Context: an optimization exercise on an open-source flow, tuned for small area, a short achievable clock period and few clock cycles. The choices shown serve that exercise and are no tape-out recipe. The RTL was checked by simulation tests, not by an equivalence proof against the original design. No driver is modelled on the clock port, so clock power and skew are understated where the tree is cut down; a real chip needs a root buffer or a tree. Power and IR drop assume default switching activity.

// conv_window_top
module conv_window_top (
    input  wire                         clk,
    input  wire                         reset_n,
    input  wire                         i_start,
    input  wire                         i_pixel_valid,
    input  wire  [7:0]                  i_pixel,
    input  wire                         i_conv_ready,
    output logic                        o_fill_active,
    output logic [199:0]                o_window,   
    output logic                        o_conv_valid,
    output logic                        o_conv_row_start,
    output logic                        o_conv_row_end,
    output logic                        o_done
);
Settings: LEC_CHECK=0, CAP_MARGIN=20, CELL_PAD_IN_SITES_DETAIL_PLACEMENT=0, CELL_PAD_IN_SITES_GLOBAL_PLACEMENT=1, CORE_MARGIN=2, CORE_UTILIZATION=55, GPL_ROUTABILITY_DRIVEN=1, PLACE_DENSITY=0.65, SLEW_MARGIN=20; clock period 9.0 ns.
standard.sh (not shown) runs the stock make flow with config.mk's settings and CLKGATE_MAP_FILE= SYNTH_SCRIPT=/design/flow/synth_recipe.tcl, a recipe that flattens the netlist after the stock synthesis.
==> flow/flow/run.sh <==
#!/bin/bash
set -euo pipefail
export BUFFER_PORTS_ARGS="-buffer_cell sky130_fd_sc_hd__buf_1"
export SETUP_SLACK_MARGIN=5.8
export CTS_ARGS="-sink_clustering_enable -repair_clock_nets -sink_clustering_size 30 -sink_clustering_max_diameter 100 -dont_use_dummy_load"
export POST_CTS_TCL="$(pwd)/flow/post_cts.tcl"
bash standard.sh > flow_make.log 2>&1
==> flow/flow/post_cts.tcl <==
set block [ord::get_db_block]
set clk_net [$block findNet clk]
set roots {}
foreach it [$clk_net getITerms] { lappend roots [$it getInst] }
puts "post_cts: clock port drives [llength $roots] cell(s)"
if {[llength $roots] == 1} {
  set root [lindex $roots 0]
  set out_net [[$root findITerm X] getNet]
  set loads {}
  foreach it [$out_net getITerms] {
    if {[$it isInputSignal] || [[$it getMTerm] getIoType] eq "INPUT"} { lappend loads $it }
  }
  puts "post_cts: root [$root getName] drives [llength $loads] pin(s)"
  if {[llength $loads] <= 4} {
    foreach it $loads {
      $it disconnect
      $it connect $clk_net
    }
    [$root findITerm A] disconnect
    odb::dbInst_destroy $root
    odb::dbNet_destroy $out_net
    puts "post_cts: removed root buffer"
  }
}
estimate_parasitics -placement
report_clock_latency
Testbench counts at the start, summed over its fixed seeds: cycles 24,648.
Then changed:
==> flow/flow/run.sh (replaced) <==
#!/bin/bash
set -euo pipefail
export BUFFER_PORTS_ARGS="-buffer_cell sky130_fd_sc_hd__buf_1"
export SETUP_SLACK_MARGIN=5.8
export CTS_ARGS="-sink_clustering_enable -repair_clock_nets -sink_clustering_size 25 -sink_clustering_max_diameter 80 -dont_use_dummy_load"
export POST_CTS_TCL="$(pwd)/flow/post_cts.tcl"
bash standard.sh > flow_make.log 2>&1
--- a/flow/config.mk
+++ b/flow/config.mk
@@ -11,5 +11,5 @@
 export CORE_MARGIN = 2
-export CORE_UTILIZATION = 55
+export CORE_UTILIZATION = 70
 export GPL_ROUTABILITY_DRIVEN = 1
-export PLACE_DENSITY = 0.65
+export PLACE_DENSITY = 0.8
 export SLEW_MARGIN = 20
After rerunning: Flip-flop and latch count does not change; via count drops by 0.85%; critical path depth is unchanged; setup slack is better by 0.021 ns; clock-buffer cell count came out higher by 7; cell area is lower by 0.37%; hold slack improved by 0.024 ns; area after synthesis stays the same; final cell count goes down by 7.8%; synthesized cell count does not change; total power rises by 1.3%.
Then changed:
==> flow/flow/run.sh (replaced) <==
#!/bin/bash
set -euo pipefail
export BUFFER_PORTS_ARGS="-buffer_cell sky130_fd_sc_hd__buf_1"
export SETUP_SLACK_MARGIN=6.35
export CTS_ARGS="-sink_clustering_enable -repair_clock_nets -sink_clustering_size 30 -sink_clustering_max_diameter 100 -dont_use_dummy_load"
export POST_CTS_TCL="$(pwd)/flow/post_cts.tcl"
bash standard.sh > flow_make.log 2>&1
--- a/flow/config.mk
+++ b/flow/config.mk
@@ -11,5 +11,5 @@
 export CORE_MARGIN = 2
-export CORE_UTILIZATION = 70
+export CORE_UTILIZATION = 55
 export GPL_ROUTABILITY_DRIVEN = 1
-export PLACE_DENSITY = 0.8
+export PLACE_DENSITY = 0.65
 export SLEW_MARGIN = 20
After rerunning: The new run finished with timing, DRC and antenna clean; final cell count came out higher by 16%; via count goes up by 6.2%; non-clock buffer count grows by 167; cell area went up by 4.8%; count of clock-buffer cells in the layout went down by 7; worst setup slack gets worse by 0.019 ns; area after synthesis stays the same; core utilization went down by 13 points; synthesized cell count does not change; clock power went down by about 4%; power shrinks by 1.2%.
Then changed:
==> flow/flow/run.sh (replaced) <==
#!/bin/bash
set -euo pipefail
export BUFFER_PORTS_ARGS="-buffer_cell sky130_fd_sc_hd__buf_2"
export SETUP_SLACK_MARGIN=5.8
export CTS_ARGS="-sink_clustering_enable -repair_clock_nets -sink_clustering_size 30 -sink_clustering_max_diameter 100 -dont_use_dummy_load"
export POST_CTS_TCL="$(pwd)/flow/post_cts.tcl"
bash standard.sh > flow_make.log 2>&1
What happened:
- The new run finished with timing, DRC and antenna clean
- count of clock-buffer cells in the layout stays the same
- worst setup slack gets worse by 0.027 ns
- fmax decreases slightly
- cell area decreases by a few percent
- via count decreases by a few percent
- area after synthesis is unchanged
- global-route usage decreases by 0.22 points
- power is about the same


The RTL this note starts from:
==> flow/design.v <==
`default_nettype none
package conv_window_pkg;
    localparam int img_size    = 32;   
    localparam int kernel_size = 5;
    localparam int out_size    = img_size - kernel_size + 1;   
    localparam int num_lines   = 6;    
    localparam int pixel_w    = 8;
    localparam int col_w      = 5;
    localparam int fill_row_w = 6;     
    localparam int line_w     = 3;
    typedef logic [pixel_w-1:0] pixel_t;
    typedef logic signed [pixel_w-1:0] spixel_t;
    typedef spixel_t [kernel_size-1:0][kernel_size-1:0] window_t;
    typedef pixel_t [num_lines-1:0][kernel_size-1:0] block_t;
endpackage
`default_nettype wire
`timescale 1ns/1ns
`default_nettype none
module conv_window_top (
    input  wire                         clk,
    input  wire                         reset_n,
    input  wire                         i_start,
    input  wire                         i_pixel_valid,
    input  wire  [7:0]                  i_pixel,
    input  wire                         i_conv_ready,
    output logic                        o_fill_active,
    output logic [199:0]                o_window,   
    output logic                        o_conv_valid,
    output logic                        o_conv_row_start,
    output logic                        o_conv_row_end,
    output logic                        o_done
);
    localparam int img   = 32;
    localparam int ks    = 5;
    localparam int depth = (ks - 1) * img + ks;   
    logic [depth*8-1:0] chain;   
    logic       active;      
    logic       fill;        
    logic       got_all;     
    logic [4:0] row;         
    logic [4:0] col;
    logic       in_v;
    logic [7:0] in_px;
    logic       in_win;      
    logic       in_start;    
    logic       in_end;      
    logic       in_last;     
    logic       pend;
    logic       p_start;
    logic       p_end;
    logic       p_last;
    logic take;
    logic shift;
    logic new_win;
    logic want;
    logic show;
    logic show_start;
    logic show_end;
    logic show_last;
    logic pend_nxt;
    logic in_v_nxt;
    logic got_all_nxt;
    assign take        = i_pixel_valid && fill;
    assign shift       = in_v && !pend;
    assign new_win     = shift && in_win;
    assign want        = new_win || pend;
    assign show        = want && i_conv_ready;
    assign show_start  = new_win ? in_start : p_start;
    assign show_end    = new_win ? in_end   : p_end;
    assign show_last   = new_win ? in_last  : p_last;
    assign pend_nxt    = want && !i_conv_ready;
    assign in_v_nxt    = take || (in_v && !shift);
    assign got_all_nxt = got_all || (take && row == 5'd31 && col == 5'd31);
    assign o_fill_active = fill;
    always_comb begin
        for (int i = 0; i < ks; i++)
            for (int j = 0; j < ks; j++)
                o_window[(i*ks+j)*8 +: 8] = chain[((ks-1-i)*img + (ks-1-j))*8 +: 8];
    end
    always_ff @(posedge clk) begin
        if (take) begin
            in_px    <= i_pixel;
            in_win   <= (row >= 5'd4) && (col >= 5'd4);
            in_start <= (col == 5'd4);
            in_end   <= (col == 5'd31);
            in_last  <= (row == 5'd31) && (col == 5'd31);
        end
        if (shift) begin
            chain   <= {chain[(depth-1)*8-1:0], in_px};
            p_start <= in_start;
            p_end   <= in_end;
            p_last  <= in_last;
        end
    end
    always_ff @(posedge clk) begin
        if (!reset_n) begin
            active           <= 1'b0;
            fill             <= 1'b0;
            got_all          <= 1'b0;
            row              <= '0;
            col              <= '0;
            in_v             <= 1'b0;
            pend             <= 1'b0;
            o_conv_valid     <= 1'b0;
            o_conv_row_start <= 1'b0;
            o_conv_row_end   <= 1'b0;
            o_done           <= 1'b0;
        end else if (!active) begin
            got_all          <= 1'b0;
            row              <= '0;
            col              <= '0;
            in_v             <= 1'b0;
            pend             <= 1'b0;
            o_conv_valid     <= 1'b0;
            o_conv_row_start <= 1'b0;
            o_conv_row_end   <= 1'b0;
            o_done           <= 1'b0;
            if (i_start) begin
                active <= 1'b1;
                fill   <= 1'b1;
            end
        end else begin
            if (take) begin
                col <= col + 1'b1;
                if (col == 5'd31) row <= row + 1'b1;
            end
            got_all          <= got_all_nxt;
            in_v             <= in_v_nxt;
            pend             <= pend_nxt;
            fill             <= !got_all_nxt && !(in_v_nxt && pend_nxt);
            o_conv_valid     <= show;
            o_conv_row_start <= show && show_start;
            o_conv_row_end   <= show && show_end;
            o_done           <= show && show_last;
            if (show && show_last) begin
                active <= 1'b0;
                fill   <= 1'b0;
            end
        end
    end
endmodule
`default_nettype wire
==> flow/config.mk <==
export PLATFORM = sky130hd
export DESIGN_NAME = conv_window_top
export DESIGN_NICKNAME = conv_window_top
export VERILOG_FILES = /design/flow/design.v
export SDC_FILE = /design/flow/constraint.sdc
export NUM_CORES = 4
export LEC_CHECK = 0
export CAP_MARGIN = 20
export CELL_PAD_IN_SITES_DETAIL_PLACEMENT = 0
export CELL_PAD_IN_SITES_GLOBAL_PLACEMENT = 1
export CORE_MARGIN = 2
export CORE_UTILIZATION = 55
export GPL_ROUTABILITY_DRIVEN = 1
export PLACE_DENSITY = 0.65
export SLEW_MARGIN = 20
==> flow/constraint.sdc <==
create_clock -name core_clock -period 9.0 [get_ports {clk}]
set_input_delay 1.8000 -clock core_clock [delete_from_list [all_inputs] [get_ports {clk}]]
set_output_delay 1.8000 -clock core_clock [all_outputs]
set_load 0.01 [all_outputs]
==> flow/flow/run.sh <==
#!/bin/bash
# Standard ORFS layout with plain buffers on the ports (buffer_ports otherwise
# picks a delay cell) and a setup repair target below the clock period.
set -euo pipefail
export BUFFER_PORTS_ARGS="-buffer_cell sky130_fd_sc_hd__buf_2"
export SETUP_SLACK_MARGIN=5
bash standard.sh > flow_make.log 2>&1
Testbench counts at the start, summed over its fixed seeds: cycles 24,648.
Edit:
==> flow/flow/run.sh (replaced) <==
#!/bin/bash
set -euo pipefail
export BUFFER_PORTS_ARGS="-buffer_cell sky130_fd_sc_hd__buf_1"
export SETUP_SLACK_MARGIN=5.8
export CTS_ARGS="-sink_clustering_enable -repair_clock_nets -sink_clustering_size 30 -sink_clustering_max_diameter 100 -dont_use_dummy_load"
export POST_CTS_TCL="$(pwd)/flow/post_cts.tcl"
bash standard.sh > flow_make.log 2>&1
==> flow/flow/post_cts.tcl (new file) <==
set block [ord::get_db_block]
set clk_net [$block findNet clk]
set roots {}
foreach it [$clk_net getITerms] { lappend roots [$it getInst] }
puts "post_cts: clock port drives [llength $roots] cell(s)"
if {[llength $roots] == 1} {
  set root [lindex $roots 0]
  set out_net [[$root findITerm X] getNet]
  set loads {}
  foreach it [$out_net getITerms] {
    if {[$it isInputSignal] || [[$it getMTerm] getIoType] eq "INPUT"} { lappend loads $it }
  }
  puts "post_cts: root [$root getName] drives [llength $loads] pin(s)"
  if {[llength $loads] <= 4} {
    foreach it $loads {
      $it disconnect
      $it connect $clk_net
    }
    [$root findITerm A] disconnect
    odb::dbInst_destroy $root
    odb::dbNet_destroy $out_net
    puts "post_cts: removed root buffer"
  }
}
estimate_parasitics -placement
report_clock_latency
Wire length came out lower by about 5.4%.
Via count came out lower by about 4.4%.
Global-route usage came out lower by 0.87 points.
Setup slack gets better by 0.38 ns.
Critical path depth came out lower by 2.
Flip-flop and latch count stays the same.
Cell area came out lower by about 7%.
Edit:
==> flow/flow/run.sh (replaced) <==
#!/bin/bash
set -euo pipefail
export BUFFER_PORTS_ARGS="-buffer_cell sky130_fd_sc_hd__buf_1"
export SETUP_SLACK_MARGIN=5.8
export CTS_ARGS="-sink_clustering_enable -repair_clock_nets -dont_use_dummy_load"
bash standard.sh > flow_make.log 2>&1
removed: flow/flow/post_cts.tcl
- design area rises by a few percent
- synthesized area does not change
- clock power rises by well over a third
- count of clock-buffer cells in the layout rises by 63
- fmax falls by a few percent
- setup slack loses 0.17 ns
- cell count rises by a few percent
- sequential power is about the same
- power rises by about a fifth
- register-to-register slack is about the same
- routed wire length rises by a few percent


## build 10
// conv_window_top: RTL as listed in full above, without the edits since
clock: 9.0 ns
lec_check: 0
cap_margin: 20
cell_pad_in_sites_detail_placement: 2
cell_pad_in_sites_global_placement: 3
core_margin: 2
core_utilization: 20
gpl_routability_driven: 1
place_density: 0.3
slew_margin: 20
run.sh (not shown) runs the stock make flow with config.mk's settings and CLKGATE_MAP_FILE= SYNTH_SCRIPT=/design/flow/synth_recipe.tcl, a recipe that flattens the netlist after the stock synthesis.
Stock flow here: none of the scripts above is used.
Testbench counts of build 10, summed over its fixed seeds: cycles 24,648.
Inputs modified between build 10 and build 97:
Settings: CELL_PAD_IN_SITES_GLOBAL_PLACEMENT now 1, was 3; CELL_PAD_IN_SITES_DETAIL_PLACEMENT now 0, was 2; CORE_UTILIZATION now 55, was 20; PLACE_DENSITY now 0.65, was 0.3.
==> flow/flow/run.sh (new file) <==
#!/bin/bash
set -euo pipefail
export BUFFER_PORTS_ARGS="-buffer_cell sky130_fd_sc_hd__buf_1"
export SETUP_SLACK_MARGIN=6.5
export CTS_ARGS="-sink_clustering_enable -repair_clock_nets -sink_clustering_size 30 -sink_clustering_max_diameter 100 -dont_use_dummy_load"
bash standard.sh > flow_make.log 2>&1
==> flow/standard.sh (new file) <==
#!/bin/bash
# synth_recipe.tcl (not shown) runs the flow's synth.tcl, then flattens the netlist and writes it again
# the make line also repeats each setting of config.mk as NAME=value (left out here)
make -C /OpenROAD-flow-scripts/flow DESIGN_CONFIG=/design/flow/config.mk WORK_HOME=/design/flow/orfs CLKGATE_MAP_FILE= SYNTH_SCRIPT=/design/flow/synth_recipe.tcl "${@:-finish}"
removed: flow/run.sh
Notes after the runs:
Delta (build 97 minus build 10): post-layout net count now sits higher, total design power moved down, fmax picked up an extra about 24%, global routing met3 resource utilization decreased 0.48 points.
On build 97: worst setup slack is 0.74 ns higher than what build 10 gave.
Build 10 reports its most utilized layer in the global route result as met2 while build 97 reports met1.
Compared with build 10, build 97 shows a die area that is about 60% lower.
In build 97, final worst-path cycle share is lower than in build 10.
For build 57, these inputs were changed with respect to build 97:
Settings: setting SETUP_SLACK_MARGIN to 5 for the first time.
==> flow/run.sh (new file) <==
#!/bin/bash
# synth_recipe.tcl (not shown) runs the flow's synth.tcl, then flattens the netlist and writes it again
# the make line also repeats each setting of config.mk as NAME=value (left out here)
make -C /OpenROAD-flow-scripts/flow DESIGN_CONFIG=/design/flow/config.mk WORK_HOME=/design/flow/orfs CLKGATE_MAP_FILE= SYNTH_SCRIPT=/design/flow/synth_recipe.tcl finish
removed: flow/flow/run.sh
removed: flow/standard.sh
--- outcome ---
- On final critical path time including I/O delays and setup, build 57 does worse than build 97.
- Going from build 97 to build 57, detailed-routed wire length on met2 now sits lower, fraction of area in registers now sits lower, final cell count without fillers now sits lower, non-clock buffer count now sits lower, worst hold slack now sits higher.
- Compared with build 97, build 57 ends up with more cell area.
- For number of clock buffers in the layout, dividing the value from build 97 by the value from build 57 gives 0.31.
- Higher clock skew was reported by build 97, not build 57.
## Diff of input files: build 49 against build 57
Settings: a deleted SETUP_SLACK_MARGIN that had been 5; a change of CORE_UTILIZATION from 55 to 70; a change of PLACE_DENSITY from 0.65 to 0.8.
==> flow/flow/run.sh (new file) <==
#!/bin/bash
set -euo pipefail
export BUFFER_PORTS_ARGS="-buffer_cell sky130_fd_sc_hd__buf_1"
export SETUP_SLACK_MARGIN=6.5
export CTS_ARGS="-sink_clustering_enable -repair_clock_nets -dont_use_dummy_load"
bash standard.sh > flow_make.log 2>&1
==> flow/standard.sh (new file) <==
#!/bin/bash
# synth_recipe.tcl (not shown) runs the flow's synth.tcl, then flattens the netlist and writes it again
# the make line also repeats each setting of config.mk as NAME=value (left out here)
make -C /OpenROAD-flow-scripts/flow DESIGN_CONFIG=/design/flow/config.mk WORK_HOME=/design/flow/orfs CLKGATE_MAP_FILE= SYNTH_SCRIPT=/design/flow/synth_recipe.tcl "${@:-finish}"
removed: flow/run.sh
==> comparison <==
- Taking build 57 as the reference point, the number of fill cells of build 49 falls by 1,845.
- Final worst clock skew: build 49 higher than build 57
- Total number of cells along the worst setup path: build 49 vs build 57 identical
- Measured against build 57, the wire length of the first global-routing pass of build 49 comes out at 1.06 times the reference value.
- Diff build 57 -> build 49 | area of the core | decrease of 22%
- The number of buffers added by the clock tree synthesis step in build 49 sits 5.7% below the value recorded for build 57.
- Lower share of total power in the clock network goes to build 49 over build 57.
- Diff build 57 -> build 49 | leakage power summed over all cells | up slightly
- Build 49 has area growth from synthesis to final layout below what build 57 had.
- Global router's overall resource usage ended up 5.6 points higher on build 49 than on build 57.
Input-level comparison between build 67 and build 49:
Settings: CORE_UTILIZATION changed from 70 to 55; PLACE_DENSITY changed from 0.8 to 0.65.
==> flow/flow/run.sh <==
#!/bin/bash
# Standard ORFS layout with plain buffers on the ports (buffer_ports otherwise
# picks a delay cell) and a setup repair target below the clock period.
set -euo pipefail
export BUFFER_PORTS_ARGS="-buffer_cell sky130_fd_sc_hd__buf_1"
export SETUP_SLACK_MARGIN=6.5
bash standard.sh > flow_make.log 2>&1
## What came out
Build 49 ended up with o_window[121] as its termination of the worst setup path; build 67 ended up with o_window[141]. Per the comparison of build 67 with build 49, total power grew by 7.7%; met1 usage shrank by 7.2 points; full die area grew by about 27%.
Setup changes, build 67 to build 58
==> flow/flow/run.sh <==
#!/bin/bash
set -euo pipefail
export BUFFER_PORTS_ARGS="-buffer_cell sky130_fd_sc_hd__buf_1"
export SETUP_SLACK_MARGIN=0
export CTS_ARGS="-sink_clustering_enable -repair_clock_nets -sink_clustering_size 30 -sink_clustering_max_diameter 100 -dont_use_dummy_load"
bash standard.sh > flow_make.log 2>&1
## What came out
- Build 58: PASS, flow complete, no timing, DRC or antenna violations
- Diff build 67 -> build 58: switching share of power lost 0.74 points, power density normalized to cell area lost 13%, number of antenna violations at the first check in global routing lost 1, synthesized area neither gained nor lost much.
- [compare] base=build 67 new=build 58: flop-to-flop setup slack fell 0.43 ns, fmax fell 0.015 GHz.
- Sequential share of layout area: build 58 > build 67
- Row setup slack: build 58 lower / build 67 higher
- Compared with build 67, build 58 shows a final standard cell utilization of the core that is 6.3 points lower.

==> afterwards: timing with drivers on the ports <==
The flow's constraints put no driver on any port. The routed layouts listed below were extracted and timed again, unchanged, in two steps.
Step 1 (the two cells are an assumption about what drives the block):
set clk [get_ports {clk}]
set_driving_cell -lib_cell sky130_fd_sc_hd__clkbuf_16 $clk
set_driving_cell -lib_cell sky130_fd_sc_hd__buf_2 [delete_from_list [all_inputs] $clk]
Step 2 also shifts input and output timing later by t, the mid clock arrival at the registers, as if the neighbouring blocks saw the same clock.
a / b / c = ideal ports / drivers / drivers and shift; a / b = the first two.
run	shift t [ns]	setup WS [ns]	worst register clock-pin slew, ns	worst data-port slew with drivers (ns)
the first run of note 1	0.502	6.089 / 5.975 / 5.997	0.11 / 0.11	0.03
the second run of note 1	0.514	6.110 / 5.996 / 6.055	0.10 / 0.10	0.03
the third run of note 1	0.504	6.091 / 5.976 / 6.118	0.11 / 0.11	0.03
the fourth run of note 1	0.516	6.064 / 5.950 / 6.009	0.11 / 0.11	0.03
the first run of note 2	0.686	5.723 / 5.699 / 5.723	0.06 / 0.06	0.03
the second run of note 2	0.510	6.100 / 5.988 / 5.837	0.11 / 0.11	0.04
the third run of note 2	0.672	5.930 / 5.871 / 5.846	0.06 / 0.06	0.03
build 10	0.794	5.210 / 5.139 / 5.304	0.06 / 0.06	0.03
build 97	0.637	5.952 / 5.893 / 5.959	0.11 / 0.11	0.03
build 57	0.684	5.360 / 5.300 / 5.471	0.06 / 0.06	0.05
build 49	0.657	5.965 / 5.910 / 6.154	0.08 / 0.08	0.03
build 67	0.689	5.946 / 5.887 / 5.925	0.06 / 0.06	0.03
build 58	0.637	5.801 / 5.741 / 5.848	0.11 / 0.11	0.04
After both steps setup and hold are still met in every run listed. The setup slack of the second run of note 2, which loses most, moves by -0.112 ns with the drivers and by -0.263 ns with both steps.
